Context: an optimization exercise on an open-source flow, tuned for small area and a short achievable clock period. The choices shown serve that exercise and are no tape-out recipe. In this exercise RTL edits were held to simulation tests only and were not proved equivalent to the original. Power figures rest on the tool's default switching activity, not on a simulated workload.

==> flow/design.v <==
package hot_tracker_pkg;
  localparam int ADDR_SIZE  = 33;                     
  localparam int DATA_SIZE  = 22;                     
  localparam int PAGE_SHIFT = ADDR_SIZE - DATA_SIZE;  
  localparam int CNT_SIZE   = 13;                     
  localparam int CMD_WIDTH  = 4;                      
  localparam int TOP_K           = 5;  
  localparam int DEF_NUM_ENTRY   = 8;  
  localparam int DEF_MIG_CREDITS = 2;  
  typedef logic [ADDR_SIZE-1:0] addr_t;  
  typedef logic [DATA_SIZE-1:0] page_t;  
  typedef logic [CNT_SIZE-1:0]  cnt_t;   
  typedef logic [CMD_WIDTH-1:0] cmd_t;   
endpackage
`timescale 1ns/100ps
module access_filter (
  input  logic                  clk_400mhz,
  input  logic                  rstn,
  input  hot_tracker_pkg::addr_t araddr,
  input  logic                  arvalid,
  input  logic                  arready,
  input  hot_tracker_pkg::addr_t csr_addr_lb,
  input  hot_tracker_pkg::addr_t csr_addr_ub,
  output logic                  mem_chan_rd_en,
  output logic                  even_hit_en,
  output hot_tracker_pkg::page_t even_page,
  output logic                  odd_hit_en,
  output hot_tracker_pkg::page_t odd_page
);
  hot_tracker_pkg::addr_t lb_r;       
  hot_tracker_pkg::addr_t ub_r;
  hot_tracker_pkg::page_t acc_page;
  logic  in_range;
  logic  accept;
  always_ff @(posedge clk_400mhz or negedge rstn) begin
    if (!rstn) begin
      lb_r <= '0;
      ub_r <= '0;
    end else begin
      lb_r <= csr_addr_lb;
      ub_r <= csr_addr_ub;
    end
  end
  assign in_range       = (araddr >= lb_r) && (araddr <= ub_r);
  assign accept         = arvalid & arready & in_range;  
  assign mem_chan_rd_en = accept;
  assign acc_page = araddr[hot_tracker_pkg::ADDR_SIZE-1:hot_tracker_pkg::PAGE_SHIFT];  
  assign even_hit_en = accept & ~acc_page[0];
  assign odd_hit_en  = accept & acc_page[0];
  assign even_page   = acc_page;
  assign odd_page    = acc_page;
endmodule
`timescale 1ns/100ps
module hot_tracker_bank #(
  parameter  int NUM_ENTRY = hot_tracker_pkg::DEF_NUM_ENTRY,
  localparam int IDX_W     = $clog2(NUM_ENTRY)
) (
  input  logic                  clk_400mhz,
  input  logic                  rstn,
  input  logic                  hit_en,
  input  hot_tracker_pkg::page_t page,
  input  logic                  busy,
  input  logic                  clr_en,
  input  logic [IDX_W-1:0]      clr_idx,
  output logic                  max_valid,
  output hot_tracker_pkg::page_t max_page,
  output hot_tracker_pkg::cnt_t  max_cnt,
  output logic [IDX_W-1:0]      max_idx
);
  logic [NUM_ENTRY-1:0] valid;           
  hot_tracker_pkg::page_t                page_tab [NUM_ENTRY];
  hot_tracker_pkg::cnt_t                 cnt_tab  [NUM_ENTRY];
  logic                 upd_en;
  logic                 hit;
  logic [IDX_W-1:0]     hit_idx;
  logic                 has_free;
  logic [IDX_W-1:0]     free_idx;
  assign upd_en = hit_en & ~busy;
  always_comb begin
    hit     = 1'b0;
    hit_idx = '0;
    for (int i = 0; i < NUM_ENTRY; i++) begin
      if (!hit && valid[i] && (page_tab[i] == page)) begin
        hit     = 1'b1;
        hit_idx = IDX_W'(i);
      end
    end
  end
  always_comb begin
    has_free = 1'b0;
    free_idx = '0;
    for (int i = 0; i < NUM_ENTRY; i++) begin
      if (!has_free && !valid[i]) begin  
        has_free = 1'b1;
        free_idx = IDX_W'(i);
      end
    end
  end
  always_ff @(posedge clk_400mhz or negedge rstn) begin
    if (!rstn) begin
      valid <= '0;
    end else begin
      if (clr_en) begin
        valid[clr_idx] <= 1'b0;  
      end
      if (upd_en && !hit && has_free) begin
        valid[free_idx] <= 1'b1;
      end
    end
  end
  always_ff @(posedge clk_400mhz) begin
    if (upd_en) begin
      if (hit) begin
        if (cnt_tab[hit_idx] != '1) begin
          cnt_tab[hit_idx] <= cnt_tab[hit_idx] + 1'b1;
        end
      end else if (has_free) begin
        page_tab[free_idx] <= page;
        cnt_tab[free_idx]  <= hot_tracker_pkg::cnt_t'(1);
      end
    end
  end
  always_comb begin
    max_valid = 1'b0;
    max_page  = '0;
    max_cnt   = '0;
    max_idx   = '0;
    for (int i = 0; i < NUM_ENTRY; i++) begin
      if (valid[i] && (!max_valid || (cnt_tab[i] > max_cnt))) begin
        max_valid = 1'b1;
        max_page  = page_tab[i];
        max_cnt   = cnt_tab[i];
        max_idx   = IDX_W'(i);
      end
    end
  end
endmodule
`timescale 1ns/100ps
module mig_addr_selector #(
  parameter  int NUM_ENTRY   = hot_tracker_pkg::DEF_NUM_ENTRY,
  parameter  int MIG_CREDITS = hot_tracker_pkg::DEF_MIG_CREDITS,
  localparam int IDX_W       = $clog2(NUM_ENTRY)
) (
  input  logic                  clk_400mhz,
  input  logic                  rstn,
  input  logic                  query_en,
  input  hot_tracker_pkg::cmd_t  query_cmd,
  input  logic                  mig_credit,
  input  logic                  even_max_valid,
  input  hot_tracker_pkg::page_t even_max_page,
  input  hot_tracker_pkg::cnt_t  even_max_cnt,
  input  logic [IDX_W-1:0]      even_max_idx,
  input  logic                  odd_max_valid,
  input  hot_tracker_pkg::page_t odd_max_page,
  input  hot_tracker_pkg::cnt_t  odd_max_cnt,
  input  logic [IDX_W-1:0]      odd_max_idx,
  output logic                  query_ready,
  output logic                  busy,
  output logic                  even_clr_en,
  output logic                  odd_clr_en,
  output logic [IDX_W-1:0]      clr_idx,
  output logic                  mig_addr_en,
  output hot_tracker_pkg::addr_t mig_addr
);
  localparam int CRED_W = $clog2(MIG_CREDITS + 1);
  logic              busy_r;     
  hot_tracker_pkg::cmd_t              remain;     
  hot_tracker_pkg::cmd_t              k_clamped;
  logic [CRED_W-1:0] credits;
  logic              accept;
  logic              any_valid;
  logic              pick_even;
  logic              emit;
  hot_tracker_pkg::page_t             pick_page;
  assign query_ready = ~busy_r;
  assign busy        = busy_r;
  assign accept      = query_en & query_ready;
  assign k_clamped   = (query_cmd > hot_tracker_pkg::cmd_t'(hot_tracker_pkg::TOP_K)) ? hot_tracker_pkg::cmd_t'(hot_tracker_pkg::TOP_K) : query_cmd;
  assign any_valid = even_max_valid | odd_max_valid;
  assign pick_even = even_max_valid & (~odd_max_valid | (even_max_cnt >= odd_max_cnt));
  assign pick_page = pick_even ? even_max_page : odd_max_page;
  assign emit      = busy_r & any_valid & (credits != '0);  
  assign even_clr_en = emit & pick_even;
  assign odd_clr_en  = emit & ~pick_even;
  assign clr_idx     = pick_even ? even_max_idx : odd_max_idx;
  always_ff @(posedge clk_400mhz or negedge rstn) begin
    if (!rstn) begin
      busy_r <= 1'b0;
      remain <= '0;
    end else if (accept) begin
      busy_r <= (k_clamped != '0);  
      remain <= k_clamped;
    end else if (busy_r) begin
      if (!any_valid) begin
        busy_r <= 1'b0;             
      end else if (emit) begin
        remain <= remain - 1'b1;
        if (remain == hot_tracker_pkg::cmd_t'(1)) begin
          busy_r <= 1'b0;
        end
      end
    end
  end
  always_ff @(posedge clk_400mhz or negedge rstn) begin
    if (!rstn) begin
      credits <= CRED_W'(MIG_CREDITS);
    end else begin
      credits <= credits - CRED_W'(emit) + CRED_W'(mig_credit);
    end
  end
  always_ff @(posedge clk_400mhz or negedge rstn) begin
    if (!rstn) begin
      mig_addr_en <= 1'b0;
    end else begin
      mig_addr_en <= emit;
    end
  end
  always_ff @(posedge clk_400mhz) begin
    if (emit) begin
      mig_addr <= {pick_page, {hot_tracker_pkg::PAGE_SHIFT{1'b0}}};  
    end
  end
endmodule
`timescale 1ns/100ps
module hot_tracker_top #(
  parameter int NUM_ENTRY   = hot_tracker_pkg::DEF_NUM_ENTRY,
  parameter int MIG_CREDITS = hot_tracker_pkg::DEF_MIG_CREDITS
) (
  input  logic                  clk_400mhz,
  input  logic                  rstn,
  input  hot_tracker_pkg::addr_t araddr,
  input  logic                  arvalid,
  input  logic                  arready,
  input  hot_tracker_pkg::addr_t csr_addr_lb,
  input  hot_tracker_pkg::addr_t csr_addr_ub,
  input  logic                  query_en,
  input  hot_tracker_pkg::cmd_t  query_cmd,
  input  logic                  mig_credit,
  output logic                  mem_chan_rd_en,
  output logic                  query_ready,
  output logic                  mig_addr_en,
  output hot_tracker_pkg::addr_t mig_addr
);
  localparam int IDX_W = $clog2(NUM_ENTRY);
  logic             even_hit_en;
  hot_tracker_pkg::page_t            even_page;
  logic             odd_hit_en;
  hot_tracker_pkg::page_t            odd_page;
  logic             even_max_valid;
  hot_tracker_pkg::page_t            even_max_page;
  hot_tracker_pkg::cnt_t             even_max_cnt;
  logic [IDX_W-1:0] even_max_idx;
  logic             odd_max_valid;
  hot_tracker_pkg::page_t            odd_max_page;
  hot_tracker_pkg::cnt_t             odd_max_cnt;
  logic [IDX_W-1:0] odd_max_idx;
  logic             busy;
  logic             even_clr_en;
  logic             odd_clr_en;
  logic [IDX_W-1:0] clr_idx;
  access_filter u_access_filter (
    .clk_400mhz     (clk_400mhz),
    .rstn           (rstn),
    .araddr         (araddr),
    .arvalid        (arvalid),
    .arready        (arready),
    .csr_addr_lb    (csr_addr_lb),
    .csr_addr_ub    (csr_addr_ub),
    .mem_chan_rd_en (mem_chan_rd_en),
    .even_hit_en    (even_hit_en),
    .even_page      (even_page),
    .odd_hit_en     (odd_hit_en),
    .odd_page       (odd_page)
  );
  hot_tracker_bank #(.NUM_ENTRY(NUM_ENTRY)) u_even_bank (
    .clk_400mhz (clk_400mhz),
    .rstn       (rstn),
    .hit_en     (even_hit_en),
    .page       (even_page),
    .busy       (busy),
    .clr_en     (even_clr_en),
    .clr_idx    (clr_idx),
    .max_valid  (even_max_valid),
    .max_page   (even_max_page),
    .max_cnt    (even_max_cnt),
    .max_idx    (even_max_idx)
  );
  hot_tracker_bank #(.NUM_ENTRY(NUM_ENTRY)) u_odd_bank (
    .clk_400mhz (clk_400mhz),
    .rstn       (rstn),
    .hit_en     (odd_hit_en),
    .page       (odd_page),
    .busy       (busy),
    .clr_en     (odd_clr_en),
    .clr_idx    (clr_idx),
    .max_valid  (odd_max_valid),
    .max_page   (odd_max_page),
    .max_cnt    (odd_max_cnt),
    .max_idx    (odd_max_idx)
  );
  mig_addr_selector #(
    .NUM_ENTRY   (NUM_ENTRY),
    .MIG_CREDITS (MIG_CREDITS)
  ) u_mig_addr_selector (
    .clk_400mhz     (clk_400mhz),
    .rstn           (rstn),
    .query_en       (query_en),
    .query_cmd      (query_cmd),
    .mig_credit     (mig_credit),
    .even_max_valid (even_max_valid),
    .even_max_page  (even_max_page),
    .even_max_cnt   (even_max_cnt),
    .even_max_idx   (even_max_idx),
    .odd_max_valid  (odd_max_valid),
    .odd_max_page   (odd_max_page),
    .odd_max_cnt    (odd_max_cnt),
    .odd_max_idx    (odd_max_idx),
    .query_ready    (query_ready),
    .busy           (busy),
    .even_clr_en    (even_clr_en),
    .odd_clr_en     (odd_clr_en),
    .clr_idx        (clr_idx),
    .mig_addr_en    (mig_addr_en),
    .mig_addr       (mig_addr)
  );
endmodule
==> flow/run.sh <==
#!/bin/bash
# synth_recipe.tcl (not shown) runs the flow's synth.tcl, then flattens the netlist and writes it again
# the make line also repeats each setting of config.mk as NAME=value (left out here)
make -C /OpenROAD-flow-scripts/flow DESIGN_CONFIG=/design/flow/config.mk WORK_HOME=/design/flow/orfs CLKGATE_MAP_FILE= SYNTH_SCRIPT=/design/flow/synth_recipe.tcl finish
==> flow/config.mk <==
export PLATFORM = sky130hd
export DESIGN_NAME = hot_tracker_top
export DESIGN_NICKNAME = hot_tracker_top
export VERILOG_FILES = /design/flow/design.v
export SDC_FILE = /design/flow/constraint.sdc
export NUM_CORES = 4
export LEC_CHECK = 0
export CAP_MARGIN = 20
export CORE_MARGIN = 2
export CORE_UTILIZATION = 40
export SLEW_MARGIN = 20
==> flow/constraint.sdc <==
create_clock -name core_clock -period 24.0 [get_ports {clk_400mhz}]
set_input_delay 4.8000 -clock core_clock [delete_from_list [all_inputs] [get_ports {clk_400mhz}]]
set_output_delay 4.8000 -clock core_clock [all_outputs]
set_load 0.01 [all_outputs]
==> summary.txt <==
per-layer routing:
layer,vias to the layer above,track usage
met2,1542,0.405
met1,15583,0.368
li1,14215,-
met4,4,0.0974
met5,-,0
met3,260,0.0363
cells by family (layout without fill, tap and decap cells):
family	after synthesis	after routing	share of synthesized area
simple gates	1041	1041	0.132
other cells	1	11	0.0000922
compound gates	819	819	0.140
flops	672	672	0.485
mux	127	127	0.0350
xor+xnor	378	378	0.0827
fa+ha+maj	276	276	0.0849
buf+inv	362	549	0.0400
sequential cells by signal, summed over array words and instances, names as in the netlist:
register and count:
u_access_filter.lb_r 33, u_even_bank.cnt_tab 104, u_odd_bank.valid 8, u_mig_addr_selector.mig_addr 22
u_mig_addr_selector.remain 4, u_odd_bank.page_tab 176, u_even_bank.page_tab 176, u_odd_bank.cnt_tab 104
u_even_bank.valid 8, u_mig_addr_selector.mig_addr_en 1, u_mig_addr_selector.busy_r 1, u_access_filter.ub_r 33
u_mig_addr_selector.credits 2
cells in the final DEF (no fill, tap or decap), drive strengths merged, types with 119 or more instances in the layout:
cell type  instances
buf              119
nor2             203
xnor2            212
inv              187
edfxtp           582
nand4            134
ha               276
nand2            269
o21ai            128
xor2             166
metrics by stage:
| step | worst slack [ps] | utilization | area [sq um] |
|---|---|---|---|
| 3_3_place_gp | 2690 | 0.434 | 43600 |
| 5_1_grt | 1250 | 0.459 | 46100 |
| 3_5_place_dp | 3150 | 0.434 | 43600 |
| 2_1_floorplan | 5040 | - | 40700 |
| 6_report | 2750 | 0.459 | 46100 |
| 4_1_cts | 3070 | 0.459 | 46100 |
area by class of cell:
type	count	area, sq um	share of cell area
multi-input combinational	2652	19500	0.423
inverter	184	691	0.0150
tap	1357	1700	0.0368
clock buffer	94	2000	0.0434
sequential	672	19700	0.428
clock inverter	41	523	0.0113
timing repair buffer	230	1950	0.0422
worst min-delay path by stage:
stage / from / end / slack, ps
finish: u_mig_addr_selector.credits[1] / u_mig_addr_selector.credits[1] / 500
global route: u_mig_addr_selector.credits[1] / u_mig_addr_selector.credits[1] / 520
CTS: u_mig_addr_selector.credits[1] / u_mig_addr_selector.credits[1] / 500
detailed placement: u_mig_addr_selector.credits[1] / u_mig_addr_selector.credits[1] / 490
global placement: u_mig_addr_selector.credits[1] / u_mig_addr_selector.credits[1] / 480
floorplan: u_mig_addr_selector.credits[1] / u_mig_addr_selector.credits[1] / 470
worst register-to-register path: cells and delay by family (launching register included):
family / cells / cell delay, ps
flops: 1 / 810
compound gates: 46 / 11230
buf+inv: 9 / 3140
simple gates: 16 / 2840
mux: 1 / 400
fa+ha+maj: 9 / 2760
Yosys cell counts, types with 16 or more instances:
master | n | area share
edfxtp_1 | 582 | 0.43
ha_1 | 276 | 0.085
nand2_1 | 269 | 0.025
xnor2_1 | 208 | 0.045
nor2_1 | 203 | 0.019
inv_1 | 183 | 0.017
xor2_1 | 166 | 0.036
nand4_1 | 133 | 0.020
o21ai_0 | 114 | 0.014
o22ai_1 | 110 | 0.017
a21oi_1 | 104 | 0.013
clkbuf_1 | 99 | 0.0091
nor4_1 | 93 | 0.014
a21o_1 | 92 | 0.017
dfrtp_1 | 89 | 0.055
mux2i_1 | 78 | 0.019
nand3_1 | 78 | 0.0096
o21a_1 | 68 | 0.013
nor3_1 | 55 | 0.0068
a31oi_1 | 50 | 0.0077
mux2_2 | 43 | 0.012
nor2b_1 | 39 | 0.0060
o211ai_1 | 36 | 0.0066
a211o_1 | 31 | 0.0067
and2_1 | 31 | 0.0048
buf_4 | 29 | 0.0054
a211oi_1 | 27 | 0.0050
a221o_1 | 23 | 0.0057
or3_1 | 19 | 0.0029
a311oi_1 | 18 | 0.0039
a22o_1 | 17 | 0.0037
buf_2 | 17 | 0.0021
buf_1 | 16 | 0.0015
buf_6 | 16 | 0.0044
or4_1 | 16 | 0.0030
report_power, final:
part | total (mW) | switching [mW] | internal [mW]
Sequential | 1.38 | 0.0372 | 1.35
Combinational | 1.83 | 1.15 | 0.683
Clock | 1.21 | 0.500 | 0.712
==> summary.txt <==
outcome: finished clean
WP depth: 81
first-pass GRT wire length: 203000 um
CTS Buffer Depth: 3
initial antenna violation count: 2
met3 WL post-DR: 10900 um
worst reg-to-reg path cell count: 81
hold depth: 1
average routed wire per standard cell: 26.2 um
vias per cell: 6.04
CP most frequent cell: ha_1
vias in the first global route: 30710
worst r2r src: u_odd_bank.valid[0]
post-detailed-routing wire length: 137000 um
Die H: 323 um
Worst Setup Path Type: register to register
Pleak: 17.0 nW
CP Launch Type: register
initial drt markers: 3804
I/O Buffers: 133
Inserted Clock Buffers: 75
grt ovf: 0
Total Routing Usage GR: 0.260
post-CTS setup buffers: 0
Max H-tree Level: 3
Clock Skew: 38.5 ps
metal2 WL: 61400 um
Clock Latency Late Sink: 660 ps
P&R area growth vs syn: 13.4%
Core ar.: 0.100 sq mm
diode count: 0
pin count of the biggest net entering global routing: 67
# clock sinks: 672
Synth Flop Type: edfxtp_1
Slowest cell on crit path: dfrtp_1
CTS tree: done
fin cells: 5230
Cell Count Post-Placement: 5094
Tightest Pin Transition: 1210 ps
DR vias: 31604
Max VDD drop: 0.0000820 V
layout cells sized above 1: 0.0911
DRC viols: 0
R2R setup slack: 2750 ps
register area share after synthesis: 0.485
worst hold path type: register to register
endpoints failing setup: 0
Slew headroom: 0.196
fin nets: 4200
Buf/Inv on CP: 9
worst path arrival time: 21780 ps
number of flops mapped to enable cells by yosys: 582
Fin Setup TNS: 0 ps
TritonRoute pass-1 iters: 6
Die X: 323 um
FMAX: 47.1 MHz
worst-path fanout max: 43
clk slew on worst S/H paths: 60 ps
fill count: 9377
Worst R2R End: u_odd_bank.valid[2]
dpl hpwl: 102000 um
synthesis-stage register bit count: 672
Period minus WS final: 21250 ps
Final Hold Fails: 0
root buffer cell: clkbuf_16
ANT nets after route: 0
Syn Area/Cell: 11.1 sq um
Final period util: 0.885
CP max stage delay: 810 ps
post-synthesis instance area: 0.0407 sq mm
crit path from: u_odd_bank.valid[0]
crit end category: register
Yosys Warn Count: 3
FP Rows: 116
post-CTS sizing: 0
Async S/R FF share, synth: 0.134
Starting Density: 0.405
max cap viols: 0
die area: 0.104 sq mm
CP endpoint: u_odd_bank.valid[2]
RSZ-0062 raised after global routing: false
worst hold slack: 497 ps
highest routed layer: met5
Crit path max-delay family: compound AO/OA/AOI/OAI gates
pwr/cell area: 95.9 mW/mm^2
Final Max Slew Viols: 0
Yosys cell types: 94
Ports: 145
Final Power: 4.42 mW
GP Congestion: 0.986
Gate Count Post-Synth: 3676
hold buffer count at CTS: 0
Metal-1 WL: 59800 um
worst path required time: 24540 ps

==> port drivers added, routing unchanged <==
No port has a modelled driver above. Below, the same layout with a new extraction and two added sets of constraints. Step 1: set_driving_cell puts a clkbuf_16 on clk_400mhz and a buf_2 on each other input, an assumption about the parent block. Step 2, shift: input delay + t, output delay - t, t = (earliest + latest rising clock arrival at the registers) / 2. This alone moves slack from input paths to output paths. Three values: ideal, step 1, step 2; two values: the first two.
t (ns): 0.712
slack for setup (ns): 2.752 / 2.752 / 2.752
slew at the worst register clock pin (ns): 0.07 / 0.07
After both steps setup and hold are still met in this run. The setup slack of this run moves by 0.000 ns with the drivers and by 0.000 ns with both steps.
